This design comes from an exercise in tuning for small area on the open sky130 flow, not from production work. The RTL was checked by simulation tests, not by an equivalence proof against the original design. Power is estimated from default activity; no workload was simulated.

==> run a: inputs <==
==> flow/design.v <==
package eda_pkg;
  localparam int WINDOW_W      = 3;                       
  localparam int NUM_NEIGHBORS = WINDOW_W * WINDOW_W - 1;  
  localparam int ADDR_W     = 12;                  
  localparam int FIFO_DEPTH = 8;                   
  localparam int PTR_W      = $clog2(FIFO_DEPTH);  
  typedef logic [ADDR_W-1:0] pixel_addr_t;  
  typedef enum logic [2:0] {
    NBR_DOWNRIGHT = 3'd0,  
    NBR_DOWN      = 3'd1,
    NBR_DOWNLEFT  = 3'd2,
    NBR_RIGHT     = 3'd3,
    NBR_LEFT      = 3'd4,
    NBR_UPRIGHT   = 3'd5,
    NBR_UP        = 3'd6,
    NBR_UPLEFT    = 3'd7   
  } neighbor_e;
  typedef struct packed {
    logic upleft;     
    logic up;         
    logic upright;    
    logic left;       
    logic right;      
    logic downleft;   
    logic down;       
    logic downright;  
  } nbr_mask_t;
  typedef struct packed {
    pixel_addr_t upleft;     
    pixel_addr_t up;         
    pixel_addr_t upright;    
    pixel_addr_t left;       
    pixel_addr_t right;      
    pixel_addr_t downleft;   
    pixel_addr_t down;       
    pixel_addr_t downright;  
  } nbr_addr_t;
endpackage
`timescale 1ns/1ps
module neighbor_fifo #(
  parameter bit FIRST = 1'b0   
) (
  input  logic       i_rst_n,   
  input  logic       i_push,    
  input  logic       i_read,    
  input  logic [3:0] i_last,    
  input  logic       i_lower_empty,  
  output logic [3:0] o_last,    
  output logic       o_wr_en,   
  output logic [7:0] o_sel      
);
  logic [2:0] n;         
  logic       nfull_lo;  
  logic       full, rd_idle, inc, dec;
  logic       c01, z01, z012, idle_e;
  logic [3:0] tgl, keep;
  logic       first, lower_n;
  logic [3:0] lo_n;      
  logic [1:0] hi_n;      
  g_inv u_n0 (.a (i_last[0]), .y (n[0]));
  g_inv u_n1 (.a (i_last[1]), .y (n[1]));
  g_inv u_n2 (.a (i_last[2]), .y (n[2]));
  g_nand3 u_lo3  (.a (i_last[0]), .b (i_last[1]), .c (i_last[2]), .y (nfull_lo));
  g_nor2  u_full (.a (i_last[3]), .b (nfull_lo), .y (full));
  g_nor2  u_ridle (.a (i_read), .b (full), .y (rd_idle));
  g_o21a  u_inc   (.a1 (i_last[3]), .a2 (rd_idle), .b1 (i_push), .y (inc));
  g_nor2  u_idle  (.a (i_push), .b (i_last[3]), .y (idle_e));
  g_and2  u_dec   (.a (idle_e), .b (i_read), .y (dec));
  g_o31a  u_wr (.a1 (i_last[3]), .a2 (nfull_lo), .a3 (i_read), .b1 (i_push), .y (o_wr_en));
  g_and2  u_c01  (.a (i_last[0]), .b (i_last[1]), .y (c01));
  g_nor2  u_z01  (.a (i_last[0]), .b (i_last[1]), .y (z01));
  g_and2  u_z012 (.a (z01), .b (n[2]), .y (z012));
  g_or2   u_t0   (.a (inc), .b (dec), .y (tgl[0]));
  g_a22o  u_t1   (.a1 (inc), .a2 (i_last[0]), .b1 (dec), .b2 (n[0]), .y (tgl[1]));
  g_a22o  u_t2   (.a1 (inc), .a2 (c01), .b1 (dec), .b2 (z01), .y (tgl[2]));
  g_a32o  u_t3   (.a1 (inc), .a2 (c01), .a3 (i_last[2]), .b1 (dec), .b2 (z012), .y (tgl[3]));
  for (genvar i = 0; i < 4; i++) begin : gen_next
    g_xnor2 u_keep (.a (i_last[i]), .b (tgl[i]), .y (keep[i]));
    g_nand2 u_next (.a (i_rst_n), .b (keep[i]), .y (o_last[i]));
  end
  if (FIRST) begin : gen_first
    g_inv  u_first (.a (i_last[3]), .y (first));
  end else begin : gen_later
    g_inv  u_lower (.a (i_lower_empty), .y (lower_n));
    g_nor2 u_first (.a (lower_n), .b (i_last[3]), .y (first));
  end
  for (genvar j = 0; j < 4; j++) begin : gen_lo
    g_nand2 u_lo (
      .a (j[1] ? i_last[1] : n[1]),
      .b (j[0] ? i_last[0] : n[0]),
      .y (lo_n[j])
    );
  end
  g_nand2 u_hi0 (.a (first), .b (n[2]),      .y (hi_n[0]));
  g_nand2 u_hi1 (.a (first), .b (i_last[2]), .y (hi_n[1]));
  for (genvar k = 0; k < 8; k++) begin : gen_sel
    g_nor2 u_sel (.a (lo_n[k % 4]), .b (hi_n[k / 4]), .y (o_sel[k]));
  end
endmodule
`timescale 1ns/1ps
module neighbor_select (
  input  logic [71:0] i_sel,   
  input  logic [71:0] i_data,  
  output logic        o_bit    
);
  logic [23:0] grp_n;  
  logic [5:0]  quad;   
  logic [2:0]  pair_n;
  for (genvar g = 0; g < 24; g++) begin : gen_grp
    g_aoi222 u_aoi (
      .a1 (i_sel[3*g]),   .a2 (i_data[3*g]),
      .b1 (i_sel[3*g+1]), .b2 (i_data[3*g+1]),
      .c1 (i_sel[3*g+2]), .c2 (i_data[3*g+2]),
      .y  (grp_n[g])
    );
  end
  for (genvar g = 0; g < 6; g++) begin : gen_quad
    g_nand4 u_nand (
      .a (grp_n[4*g]), .b (grp_n[4*g+1]), .c (grp_n[4*g+2]), .d (grp_n[4*g+3]),
      .y (quad[g])
    );
  end
  for (genvar g = 0; g < 3; g++) begin : gen_pair
    g_nor2 u_nor (.a (quad[2*g]), .b (quad[2*g+1]), .y (pair_n[g]));
  end
  g_nand3 u_out (.a (pair_n[0]), .b (pair_n[1]), .c (pair_n[2]), .y (o_bit));
endmodule
module g_aoi222 (input logic a1, a2, b1, b2, c1, c2, output logic y);
  assign y = ~((a1 & a2) | (b1 & b2) | (c1 & c2));
endmodule
module g_inv (input logic a, output logic y);
  assign y = ~a;
endmodule
module g_nand2 (input logic a, b, output logic y);
  assign y = ~(a & b);
endmodule
module g_nand3 (input logic a, b, c, output logic y);
  assign y = ~(a & b & c);
endmodule
module g_nand4 (input logic a, b, c, d, output logic y);
  assign y = ~(a & b & c & d);
endmodule
module g_nor2 (input logic a, b, output logic y);
  assign y = ~(a | b);
endmodule
module g_nor3 (input logic a, b, c, output logic y);
  assign y = ~(a | b | c);
endmodule
module g_nor4 (input logic a, b, c, d, output logic y);
  assign y = ~(a | b | c | d);
endmodule
module g_and2 (input logic a, b, output logic y);
  assign y = a & b;
endmodule
module g_or2 (input logic a, b, output logic y);
  assign y = a | b;
endmodule
module g_xnor2 (input logic a, b, output logic y);
  assign y = ~(a ^ b);
endmodule
module g_and2b (input logic an, b, output logic y);
  assign y = ~an & b;
endmodule
module g_nand2b (input logic an, b, output logic y);
  assign y = ~(~an & b);
endmodule
module g_nor3b (input logic a, b, c, output logic y);
  assign y = ~(a | b) & c;
endmodule
module g_o21a (input logic a1, a2, b1, output logic y);
  assign y = (a1 | a2) & b1;
endmodule
module g_o31a (input logic a1, a2, a3, b1, output logic y);
  assign y = (a1 | a2 | a3) & b1;
endmodule
module g_a22o (input logic a1, a2, b1, b2, output logic y);
  assign y = (a1 & a2) | (b1 & b2);
endmodule
module g_a32o (input logic a1, a2, a3, b1, b2, output logic y);
  assign y = (a1 & a2 & a3) | (b1 & b2);
endmodule
`timescale 1ns/1ps
module eda_fifos (
  input  logic                 i_clk,         
  input  logic                 i_rst_n,       
  input  eda_pkg::nbr_mask_t   i_push,        
  input  eda_pkg::nbr_mask_t   i_read_en,     
  input  eda_pkg::nbr_addr_t   i_addrs,       
  output eda_pkg::nbr_mask_t   o_fifo_empty,  
  output eda_pkg::pixel_addr_t o_data_out     
);
  localparam int N  = eda_pkg::NUM_NEIGHBORS;
  localparam int D  = eda_pkg::FIFO_DEPTH;
  localparam int AW = eda_pkg::ADDR_W;
  logic [N-1:0]         push_v;
  logic [N-1:0]         read_v;
  logic [N-1:0][AW-1:0] addr_v;
  logic [N-1:0]         empty_v;
  logic [N:0]           upto_empty;  
  logic [N-1:0]         wr_en;
  logic [AW-1:0] mem  [N][D];        
  logic [3:0]    last [N];           
  logic [3:0]    last_nx [N];
  logic [N*D+N-1:0] sel;             
  assign push_v = i_push;
  assign read_v = i_read_en;
  assign addr_v = i_addrs;
  assign upto_empty[0] = 1'b1;
  assign upto_empty[1] = last[0][3];
  for (genvar q = 1; q < N; q++) begin : gen_upto
    g_and2 u_upto (.a (upto_empty[q]), .b (last[q][3]), .y (upto_empty[q+1]));
  end
  for (genvar q = 0; q < N; q++) begin : gen_q
    neighbor_fifo #(.FIRST (q == 0)) u_ctl (
      .i_rst_n       (i_rst_n),
      .i_push        (push_v[q]),
      .i_read        (read_v[q]),
      .i_last        (last[q]),
      .i_lower_empty (upto_empty[q]),
      .o_last        (last_nx[q]),
      .o_wr_en       (wr_en[q]),
      .o_sel         (sel[q*D +: D])
    );
    assign empty_v[q] = last[q][3];
    always_ff @(posedge i_clk) begin
      last[q] <= last_nx[q];
    end
    always_ff @(posedge i_clk) begin
      if (wr_en[q]) begin
        mem[q][0] <= addr_v[q];
        for (int k = 1; k < D; k++) mem[q][k] <= mem[q][k-1];
      end
    end
  end
  always_comb begin
    logic seen;
    seen = 1'b0;
    for (int q = 0; q < N; q++) begin
      sel[N*D+q] = upto_empty[N] && push_v[q] && !seen;
      seen       = seen || push_v[q];
    end
  end
  for (genvar b = 0; b < AW; b++) begin : gen_bit
    logic [N*D+N-1:0] col;
    always_comb begin
      for (int q = 0; q < N; q++) begin
        for (int k = 0; k < D; k++) col[q*D+k] = mem[q][k][b];
        col[N*D+q] = addr_v[q][b];
      end
    end
    neighbor_select u_bit (
      .i_sel  (sel),
      .i_data (col),
      .o_bit  (o_data_out[b])
    );
  end
  assign o_fifo_empty = empty_v;
endmodule
==> flow/flow/run.sh <==
#!/bin/bash
# The standard layout (standard.sh), with two changes to the make settings:
#  - port buffers are sky130_fd_sc_hd__buf_1 instead of the default choice;
#  - clock tree: clkbuf_8 buffers, sink clusters of up to 18 within 60 um,
#    and no dummy loads.
# Everything else (synthesis, floorplan, power grid, placement, routing) is
# the standard flow. make's full output goes to flow_make.log here; each
# step's own log is under orfs/logs/.
set -euo pipefail
bash standard.sh \
  BUFFER_PORTS_ARGS="-buffer_cell sky130_fd_sc_hd__buf_1" \
  CTS_ARGS="-sink_clustering_enable -repair_clock_nets -buf_list sky130_fd_sc_hd__clkbuf_8 -sink_clustering_size 18 -sink_clustering_max_diameter 60 -dont_use_dummy_load" \
  finish > flow_make.log 2>&1
==> flow/standard.sh <==
#!/bin/bash
# synth_recipe.tcl (not shown) runs the flow's synth.tcl, then flattens the netlist and writes it again
# the make line also repeats each setting of config.mk as NAME=value (left out here)
make -C /OpenROAD-flow-scripts/flow DESIGN_CONFIG=/design/flow/config.mk WORK_HOME=/design/flow/orfs CLKGATE_MAP_FILE= SYNTH_SCRIPT=/design/flow/synth_recipe.tcl "${@:-finish}"
==> flow/config.mk <==
export PLATFORM = sky130hd
export DESIGN_NAME = eda_fifos
export DESIGN_NICKNAME = eda_fifos
export VERILOG_FILES = /design/flow/design.v
export SDC_FILE = /design/flow/constraint.sdc
export NUM_CORES = 4
export LEC_CHECK = 0
export CAP_MARGIN = 20
export CORE_MARGIN = 2
export CORE_UTILIZATION = 75
export SETUP_SLACK_MARGIN = 0.2
export SLEW_MARGIN = 20
export SYNTH_HIERARCHICAL = 1
export SYNTH_MINIMUM_KEEP_SIZE = 0
==> flow/constraint.sdc <==
create_clock -name core_clock -period 8.0 [get_ports {i_clk}]
set_input_delay 1.6000 -clock core_clock [delete_from_list [all_inputs] [get_ports {i_clk}]]
set_output_delay 1.6000 -clock core_clock [all_outputs]
set_load 0.01 [all_outputs]
==> run b (differences from run a) <==
--- a/flow/design.v
+++ b/flow/design.v
@@ -44,17 +44,18 @@
   input  logic       i_push,    
   input  logic       i_read,    
   input  logic [3:0] i_last,    
-  input  logic       i_lower_empty,  
+  input  logic       i_lower_busy,   
   output logic [3:0] o_last,    
   output logic       o_wr_en,   
+  output logic       o_wr_n,    
   output logic [7:0] o_sel      
 );
   logic [2:0] n;         
   logic       nfull_lo;  
   logic       full, rd_idle, inc, dec;
   logic       c01, z01, z012, idle_e;
-  logic [3:0] tgl, keep;
-  logic       first, lower_n;
+  logic [3:0] tgl, keep;   
+  logic       first;
   logic [3:0] lo_n;      
   logic [1:0] hi_n;      
   g_inv u_n0 (.a (i_last[0]), .y (n[0]));
@@ -67,22 +68,26 @@
   g_nor2  u_idle  (.a (i_push), .b (i_last[3]), .y (idle_e));
   g_and2  u_dec   (.a (idle_e), .b (i_read), .y (dec));
   g_o31a  u_wr (.a1 (i_last[3]), .a2 (nfull_lo), .a3 (i_read), .b1 (i_push), .y (o_wr_en));
+  g_inv   u_wrn (.a (o_wr_en), .y (o_wr_n));
   g_and2  u_c01  (.a (i_last[0]), .b (i_last[1]), .y (c01));
   g_nor2  u_z01  (.a (i_last[0]), .b (i_last[1]), .y (z01));
   g_and2  u_z012 (.a (z01), .b (n[2]), .y (z012));
-  g_or2   u_t0   (.a (inc), .b (dec), .y (tgl[0]));
-  g_a22o  u_t1   (.a1 (inc), .a2 (i_last[0]), .b1 (dec), .b2 (n[0]), .y (tgl[1]));
-  g_a22o  u_t2   (.a1 (inc), .a2 (c01), .b1 (dec), .b2 (z01), .y (tgl[2]));
-  g_a32o  u_t3   (.a1 (inc), .a2 (c01), .a3 (i_last[2]), .b1 (dec), .b2 (z012), .y (tgl[3]));
+  g_nor2   u_t0  (.a (inc), .b (dec), .y (tgl[0]));
+  g_a22o   u_t1  (.a1 (inc), .a2 (i_last[0]), .b1 (dec), .b2 (n[0]), .y (tgl[1]));
+  g_a22o   u_t2  (.a1 (inc), .a2 (c01), .b1 (dec), .b2 (z01), .y (tgl[2]));
+  g_aoi32  u_t3  (.a1 (inc), .a2 (c01), .a3 (i_last[2]), .b1 (dec), .b2 (z012), .y (tgl[3]));
   for (genvar i = 0; i < 4; i++) begin : gen_next
-    g_xnor2 u_keep (.a (i_last[i]), .b (tgl[i]), .y (keep[i]));
+    if (i == 1 || i == 2) begin : gen_xnor
+      g_xnor2 u_keep (.a (i_last[i]), .b (tgl[i]), .y (keep[i]));
+    end else begin : gen_xor
+      g_xor2  u_keep (.a (i_last[i]), .b (tgl[i]), .y (keep[i]));
+    end
     g_nand2 u_next (.a (i_rst_n), .b (keep[i]), .y (o_last[i]));
   end
   if (FIRST) begin : gen_first
     g_inv  u_first (.a (i_last[3]), .y (first));
   end else begin : gen_later
-    g_inv  u_lower (.a (i_lower_empty), .y (lower_n));
-    g_nor2 u_first (.a (lower_n), .b (i_last[3]), .y (first));
+    g_nor2 u_first (.a (i_lower_busy), .b (i_last[3]), .y (first));
   end
   for (genvar j = 0; j < 4; j++) begin : gen_lo
     g_nand2 u_lo (
@@ -152,32 +157,32 @@
 module g_and2 (input logic a, b, output logic y);
   assign y = a & b;
 endmodule
-module g_or2 (input logic a, b, output logic y);
-  assign y = a | b;
+module g_and2b (input logic an, b, output logic y);
+  assign y = ~an & b;
+endmodule
+module g_nand2b (input logic an, b, output logic y);
+  assign y = ~(~an & b);
+endmodule
+module g_nor3b (input logic a, b, c, output logic y);
+  assign y = ~(a | b) & c;
+endmodule
+module g_o21a (input logic a1, a2, b1, output logic y);
+  assign y = (a1 | a2) & b1;
+endmodule
+module g_o31a (input logic a1, a2, a3, b1, output logic y);
+  assign y = (a1 | a2 | a3) & b1;
+endmodule
+module g_xor2 (input logic a, b, output logic y);
+  assign y = a ^ b;
 endmodule
 module g_xnor2 (input logic a, b, output logic y);
   assign y = ~(a ^ b);
 endmodule
-module g_and2b (input logic an, b, output logic y);
-  assign y = ~an & b;
-endmodule
-module g_nand2b (input logic an, b, output logic y);
-  assign y = ~(~an & b);
-endmodule
-module g_nor3b (input logic a, b, c, output logic y);
-  assign y = ~(a | b) & c;
-endmodule
-module g_o21a (input logic a1, a2, b1, output logic y);
-  assign y = (a1 | a2) & b1;
-endmodule
-module g_o31a (input logic a1, a2, a3, b1, output logic y);
-  assign y = (a1 | a2 | a3) & b1;
+module g_aoi32 (input logic a1, a2, a3, b1, b2, output logic y);
+  assign y = ~((a1 & a2 & a3) | (b1 & b2));
 endmodule
 module g_a22o (input logic a1, a2, b1, b2, output logic y);
   assign y = (a1 & a2) | (b1 & b2);
-endmodule
-module g_a32o (input logic a1, a2, a3, b1, b2, output logic y);
-  assign y = (a1 & a2 & a3) | (b1 & b2);
 endmodule
 `timescale 1ns/1ps
 module eda_fifos (
@@ -196,19 +201,24 @@
   logic [N-1:0]         read_v;
   logic [N-1:0][AW-1:0] addr_v;
   logic [N-1:0]         empty_v;
-  logic [N:0]           upto_empty;  
+  logic [N:0]           lower_busy;  
   logic [N-1:0]         wr_en;
-  logic [AW-1:0] mem  [N][D];        
+  logic [N-1:0]         wr_n;        
+  logic [D-1:0][AW-1:0] mem    [N];  
+  logic [D-1:0][AW-1:0] mem_nx [N];
   logic [3:0]    last [N];           
   logic [3:0]    last_nx [N];
   logic [N*D+N-1:0] sel;             
   assign push_v = i_push;
   assign read_v = i_read_en;
   assign addr_v = i_addrs;
-  assign upto_empty[0] = 1'b1;
-  assign upto_empty[1] = last[0][3];
-  for (genvar q = 1; q < N; q++) begin : gen_upto
-    g_and2 u_upto (.a (upto_empty[q]), .b (last[q][3]), .y (upto_empty[q+1]));
+  assign lower_busy[0] = 1'b0;
+  for (genvar q = 0; q < N; q++) begin : gen_busy
+    if (q == 0) begin : gen_inv
+      g_inv u_busy (.a (last[q][3]), .y (lower_busy[q+1]));
+    end else begin : gen_or
+      g_nand2b u_busy (.an (lower_busy[q]), .b (last[q][3]), .y (lower_busy[q+1]));
+    end
   end
   for (genvar q = 0; q < N; q++) begin : gen_q
     neighbor_fifo #(.FIRST (q == 0)) u_ctl (
@@ -216,27 +226,36 @@
       .i_push        (push_v[q]),
       .i_read        (read_v[q]),
       .i_last        (last[q]),
-      .i_lower_empty (upto_empty[q]),
+      .i_lower_busy  (lower_busy[q]),
       .o_last        (last_nx[q]),
       .o_wr_en       (wr_en[q]),
+      .o_wr_n        (wr_n[q]),
       .o_sel         (sel[q*D +: D])
     );
     assign empty_v[q] = last[q][3];
     always_ff @(posedge i_clk) begin
       last[q] <= last_nx[q];
     end
+    for (genvar k = 0; k < D; k++) begin : gen_slot
+      for (genvar b = 0; b < AW; b++) begin : gen_bit
+        g_a22o u_hold (
+          .a1 (wr_en[q]),
+          .a2 (k == 0 ? addr_v[q][b] : mem[q][k-1][b]),
+          .b1 (wr_n[q]),
+          .b2 (mem[q][k][b]),
+          .y  (mem_nx[q][k][b])
+        );
+      end
+    end
     always_ff @(posedge i_clk) begin
-      if (wr_en[q]) begin
-        mem[q][0] <= addr_v[q];
-        for (int k = 1; k < D; k++) mem[q][k] <= mem[q][k-1];
-      end
+      mem[q] <= mem_nx[q];
     end
   end
   always_comb begin
     logic seen;
     seen = 1'b0;
     for (int q = 0; q < N; q++) begin
-      sel[N*D+q] = upto_empty[N] && push_v[q] && !seen;
+      sel[N*D+q] = !lower_busy[N] && push_v[q] && !seen;
       seen       = seen || push_v[q];
     end
   end
==> run c (differences from run a) <==
--- a/flow/design.v
+++ b/flow/design.v
@@ -44,17 +44,18 @@
   input  logic       i_push,    
   input  logic       i_read,    
   input  logic [3:0] i_last,    
-  input  logic       i_lower_empty,  
+  input  logic       i_lower_busy,   
   output logic [3:0] o_last,    
   output logic       o_wr_en,   
+  output logic       o_wr_n,    
   output logic [7:0] o_sel      
 );
   logic [2:0] n;         
   logic       nfull_lo;  
   logic       full, rd_idle, inc, dec;
   logic       c01, z01, z012, idle_e;
-  logic [3:0] tgl, keep;
-  logic       first, lower_n;
+  logic [3:0] tgl, keep;   
+  logic       first;
   logic [3:0] lo_n;      
   logic [1:0] hi_n;      
   g_inv u_n0 (.a (i_last[0]), .y (n[0]));
@@ -67,22 +68,26 @@
   g_nor2  u_idle  (.a (i_push), .b (i_last[3]), .y (idle_e));
   g_and2  u_dec   (.a (idle_e), .b (i_read), .y (dec));
   g_o31a  u_wr (.a1 (i_last[3]), .a2 (nfull_lo), .a3 (i_read), .b1 (i_push), .y (o_wr_en));
+  g_inv   u_wrn (.a (o_wr_en), .y (o_wr_n));
   g_and2  u_c01  (.a (i_last[0]), .b (i_last[1]), .y (c01));
   g_nor2  u_z01  (.a (i_last[0]), .b (i_last[1]), .y (z01));
   g_and2  u_z012 (.a (z01), .b (n[2]), .y (z012));
-  g_or2   u_t0   (.a (inc), .b (dec), .y (tgl[0]));
-  g_a22o  u_t1   (.a1 (inc), .a2 (i_last[0]), .b1 (dec), .b2 (n[0]), .y (tgl[1]));
-  g_a22o  u_t2   (.a1 (inc), .a2 (c01), .b1 (dec), .b2 (z01), .y (tgl[2]));
-  g_a32o  u_t3   (.a1 (inc), .a2 (c01), .a3 (i_last[2]), .b1 (dec), .b2 (z012), .y (tgl[3]));
+  g_nor2   u_t0  (.a (inc), .b (dec), .y (tgl[0]));
+  g_a22o   u_t1  (.a1 (inc), .a2 (i_last[0]), .b1 (dec), .b2 (n[0]), .y (tgl[1]));
+  g_a22o   u_t2  (.a1 (inc), .a2 (c01), .b1 (dec), .b2 (z01), .y (tgl[2]));
+  g_aoi32  u_t3  (.a1 (inc), .a2 (c01), .a3 (i_last[2]), .b1 (dec), .b2 (z012), .y (tgl[3]));
   for (genvar i = 0; i < 4; i++) begin : gen_next
-    g_xnor2 u_keep (.a (i_last[i]), .b (tgl[i]), .y (keep[i]));
+    if (i == 1 || i == 2) begin : gen_xnor
+      g_xnor2 u_keep (.a (i_last[i]), .b (tgl[i]), .y (keep[i]));
+    end else begin : gen_xor
+      g_xor2  u_keep (.a (i_last[i]), .b (tgl[i]), .y (keep[i]));
+    end
     g_nand2 u_next (.a (i_rst_n), .b (keep[i]), .y (o_last[i]));
   end
   if (FIRST) begin : gen_first
     g_inv  u_first (.a (i_last[3]), .y (first));
   end else begin : gen_later
-    g_inv  u_lower (.a (i_lower_empty), .y (lower_n));
-    g_nor2 u_first (.a (lower_n), .b (i_last[3]), .y (first));
+    g_nor2 u_first (.a (i_lower_busy), .b (i_last[3]), .y (first));
   end
   for (genvar j = 0; j < 4; j++) begin : gen_lo
     g_nand2 u_lo (
@@ -152,32 +157,32 @@
 module g_and2 (input logic a, b, output logic y);
   assign y = a & b;
 endmodule
-module g_or2 (input logic a, b, output logic y);
-  assign y = a | b;
+module g_and2b (input logic an, b, output logic y);
+  assign y = ~an & b;
+endmodule
+module g_nand2b (input logic an, b, output logic y);
+  assign y = ~(~an & b);
+endmodule
+module g_nor3b (input logic a, b, c, output logic y);
+  assign y = ~(a | b) & c;
+endmodule
+module g_o21a (input logic a1, a2, b1, output logic y);
+  assign y = (a1 | a2) & b1;
+endmodule
+module g_o31a (input logic a1, a2, a3, b1, output logic y);
+  assign y = (a1 | a2 | a3) & b1;
+endmodule
+module g_xor2 (input logic a, b, output logic y);
+  assign y = a ^ b;
 endmodule
 module g_xnor2 (input logic a, b, output logic y);
   assign y = ~(a ^ b);
 endmodule
-module g_and2b (input logic an, b, output logic y);
-  assign y = ~an & b;
-endmodule
-module g_nand2b (input logic an, b, output logic y);
-  assign y = ~(~an & b);
-endmodule
-module g_nor3b (input logic a, b, c, output logic y);
-  assign y = ~(a | b) & c;
-endmodule
-module g_o21a (input logic a1, a2, b1, output logic y);
-  assign y = (a1 | a2) & b1;
-endmodule
-module g_o31a (input logic a1, a2, a3, b1, output logic y);
-  assign y = (a1 | a2 | a3) & b1;
+module g_aoi32 (input logic a1, a2, a3, b1, b2, output logic y);
+  assign y = ~((a1 & a2 & a3) | (b1 & b2));
 endmodule
 module g_a22o (input logic a1, a2, b1, b2, output logic y);
   assign y = (a1 & a2) | (b1 & b2);
-endmodule
-module g_a32o (input logic a1, a2, a3, b1, b2, output logic y);
-  assign y = (a1 & a2 & a3) | (b1 & b2);
 endmodule
 `timescale 1ns/1ps
 module eda_fifos (
@@ -196,19 +201,24 @@
   logic [N-1:0]         read_v;
   logic [N-1:0][AW-1:0] addr_v;
   logic [N-1:0]         empty_v;
-  logic [N:0]           upto_empty;  
+  logic [N:0]           lower_busy;  
   logic [N-1:0]         wr_en;
-  logic [AW-1:0] mem  [N][D];        
+  logic [N-1:0]         wr_n;        
+  logic [D-1:0][AW-1:0] mem    [N];  
+  logic [D-1:0][AW-1:0] mem_nx [N];
   logic [3:0]    last [N];           
   logic [3:0]    last_nx [N];
   logic [N*D+N-1:0] sel;             
   assign push_v = i_push;
   assign read_v = i_read_en;
   assign addr_v = i_addrs;
-  assign upto_empty[0] = 1'b1;
-  assign upto_empty[1] = last[0][3];
-  for (genvar q = 1; q < N; q++) begin : gen_upto
-    g_and2 u_upto (.a (upto_empty[q]), .b (last[q][3]), .y (upto_empty[q+1]));
+  assign lower_busy[0] = 1'b0;
+  for (genvar q = 0; q < N; q++) begin : gen_busy
+    if (q == 0) begin : gen_inv
+      g_inv u_busy (.a (last[q][3]), .y (lower_busy[q+1]));
+    end else begin : gen_or
+      g_nand2b u_busy (.an (lower_busy[q]), .b (last[q][3]), .y (lower_busy[q+1]));
+    end
   end
   for (genvar q = 0; q < N; q++) begin : gen_q
     neighbor_fifo #(.FIRST (q == 0)) u_ctl (
@@ -216,28 +226,46 @@
       .i_push        (push_v[q]),
       .i_read        (read_v[q]),
       .i_last        (last[q]),
-      .i_lower_empty (upto_empty[q]),
+      .i_lower_busy  (lower_busy[q]),
       .o_last        (last_nx[q]),
       .o_wr_en       (wr_en[q]),
+      .o_wr_n        (wr_n[q]),
       .o_sel         (sel[q*D +: D])
     );
     assign empty_v[q] = last[q][3];
     always_ff @(posedge i_clk) begin
       last[q] <= last_nx[q];
     end
+    for (genvar k = 0; k < D; k++) begin : gen_slot
+      for (genvar b = 0; b < AW; b++) begin : gen_bit
+        g_a22o u_hold (
+          .a1 (wr_en[q]),
+          .a2 (k == 0 ? addr_v[q][b] : mem[q][k-1][b]),
+          .b1 (wr_n[q]),
+          .b2 (mem[q][k][b]),
+          .y  (mem_nx[q][k][b])
+        );
+      end
+    end
     always_ff @(posedge i_clk) begin
-      if (wr_en[q]) begin
-        mem[q][0] <= addr_v[q];
-        for (int k = 1; k < D; k++) mem[q][k] <= mem[q][k-1];
-      end
-    end
-  end
-  always_comb begin
-    logic seen;
-    seen = 1'b0;
-    for (int q = 0; q < N; q++) begin
-      sel[N*D+q] = upto_empty[N] && push_v[q] && !seen;
-      seen       = seen || push_v[q];
+      mem[q] <= mem_nx[q];
+    end
+  end
+  logic [N-1:0] idle;
+  logic [N-1:0] push_n;
+  assign idle[0] = lower_busy[N];  
+  for (genvar q = 0; q < N; q++) begin : gen_byp
+    g_inv u_pn (.a (push_v[q]), .y (push_n[q]));
+    if (q % 2 == 0) begin : gen_low
+      g_nor2 u_sel (.a (idle[q]), .b (push_n[q]), .y (sel[N*D+q]));
+      if (q < N-1) begin : gen_next
+        g_nor2 u_idle (.a (idle[q]), .b (push_v[q]), .y (idle[q+1]));
+      end
+    end else begin : gen_high
+      g_and2 u_sel (.a (idle[q]), .b (push_v[q]), .y (sel[N*D+q]));
+      if (q < N-1) begin : gen_next
+        g_nand2 u_idle (.a (idle[q]), .b (push_n[q]), .y (idle[q+1]));
+      end
     end
   end
   for (genvar b = 0; b < AW; b++) begin : gen_bit
==> run_results.csv <==
group,metric,value,unit
critical_path,reg2reg_from,"last[7][0]",
outcome,status,"complete, no violations",
route,wl_per_cell,31.3,um
global_route,met3_usage,10.7,%
floorplanning,rows,72,
final_layout,area_share_clock_buf_inv,2.22,%
pwr,seq_power,5530,uW
pwr,p_int,6190,uW
sta,setup_ws,1.92,ns
final_layout,n_fill_cell,1975,
route,met2WireLength,32000,um
critical_path,reg2reg_depth,3,
worst_hold_path,hold_end,"mem[29][1]",
sta,slew_headroom,22.9,%
# the run above: run a

==> run_results.csv <==
group,metric,value,unit
outcome,status,"complete, no violations",
global_route,met3_usage,8.14,%
cts,cts_setup_buffers,0,
final_layout,n_fill_cell,2301,
pwr,p_int,6840,uW
pwr,seq_power,6180,uW
worst_hold_path,hold_end,"mem[7][91]",
sta,setup_ws,1.53,ns
critical_path,cp_max_fo,12,
pwr,p_seq_share,60.9,%
route,met2WireLength,34200,um
sta,slew_headroom,17.9,%
route,wl_per_cell,26.8,um
critical_path,reg2reg_depth,6,
floorplanning,rows,70,
# the run above: run b

==> run_results.csv <==
group,metric,value,unit
outcome,status,"complete, no violations",
critical_path,reg2reg_depth,6,
route,wl_per_cell,26.3,um
critical_path,reg2reg_from,"last[3][0]",
worst_hold_path,hold_end,"mem[1][84]",
floorplanning,rows,70,
sta,slew_headroom,13.8,%
final_layout,area_share_clock_buf_inv,2.34,%
pwr,p_int,6830,uW
sta,setup_ws,1.77,ns
pwr,seq_power,6180,uW
final_layout,n_fill_cell,2228,
# the run above: run c

## port drivers added, routing unchanged
The flow's constraints put no driver on any port. The routed layouts listed below were extracted and timed again, unchanged, in two steps.
Step 1: set_driving_cell puts a clkbuf_16 on i_clk and a buf_2 on each other input, an assumption about the parent block.
Step 2, shift: input delay + t, output delay - t, t = (earliest + latest rising clock arrival at the registers) / 2. This alone moves slack from input paths to output paths.
Slacks: no drivers / after step 1 / after step 2; pairs: no drivers / after step 1.
run	t, ns	setup slack, ns	worst setup path at the end	pins driven straight from the clock port
run a	0.703	1.917 / 1.861 / 2.406	input to output	1
run b	0.718	1.532 / 1.476 / 2.194	register to output	1
run c	0.718	1.771 / 1.717 / 2.409	input to output	1
After both steps setup and hold are still met in every run listed.
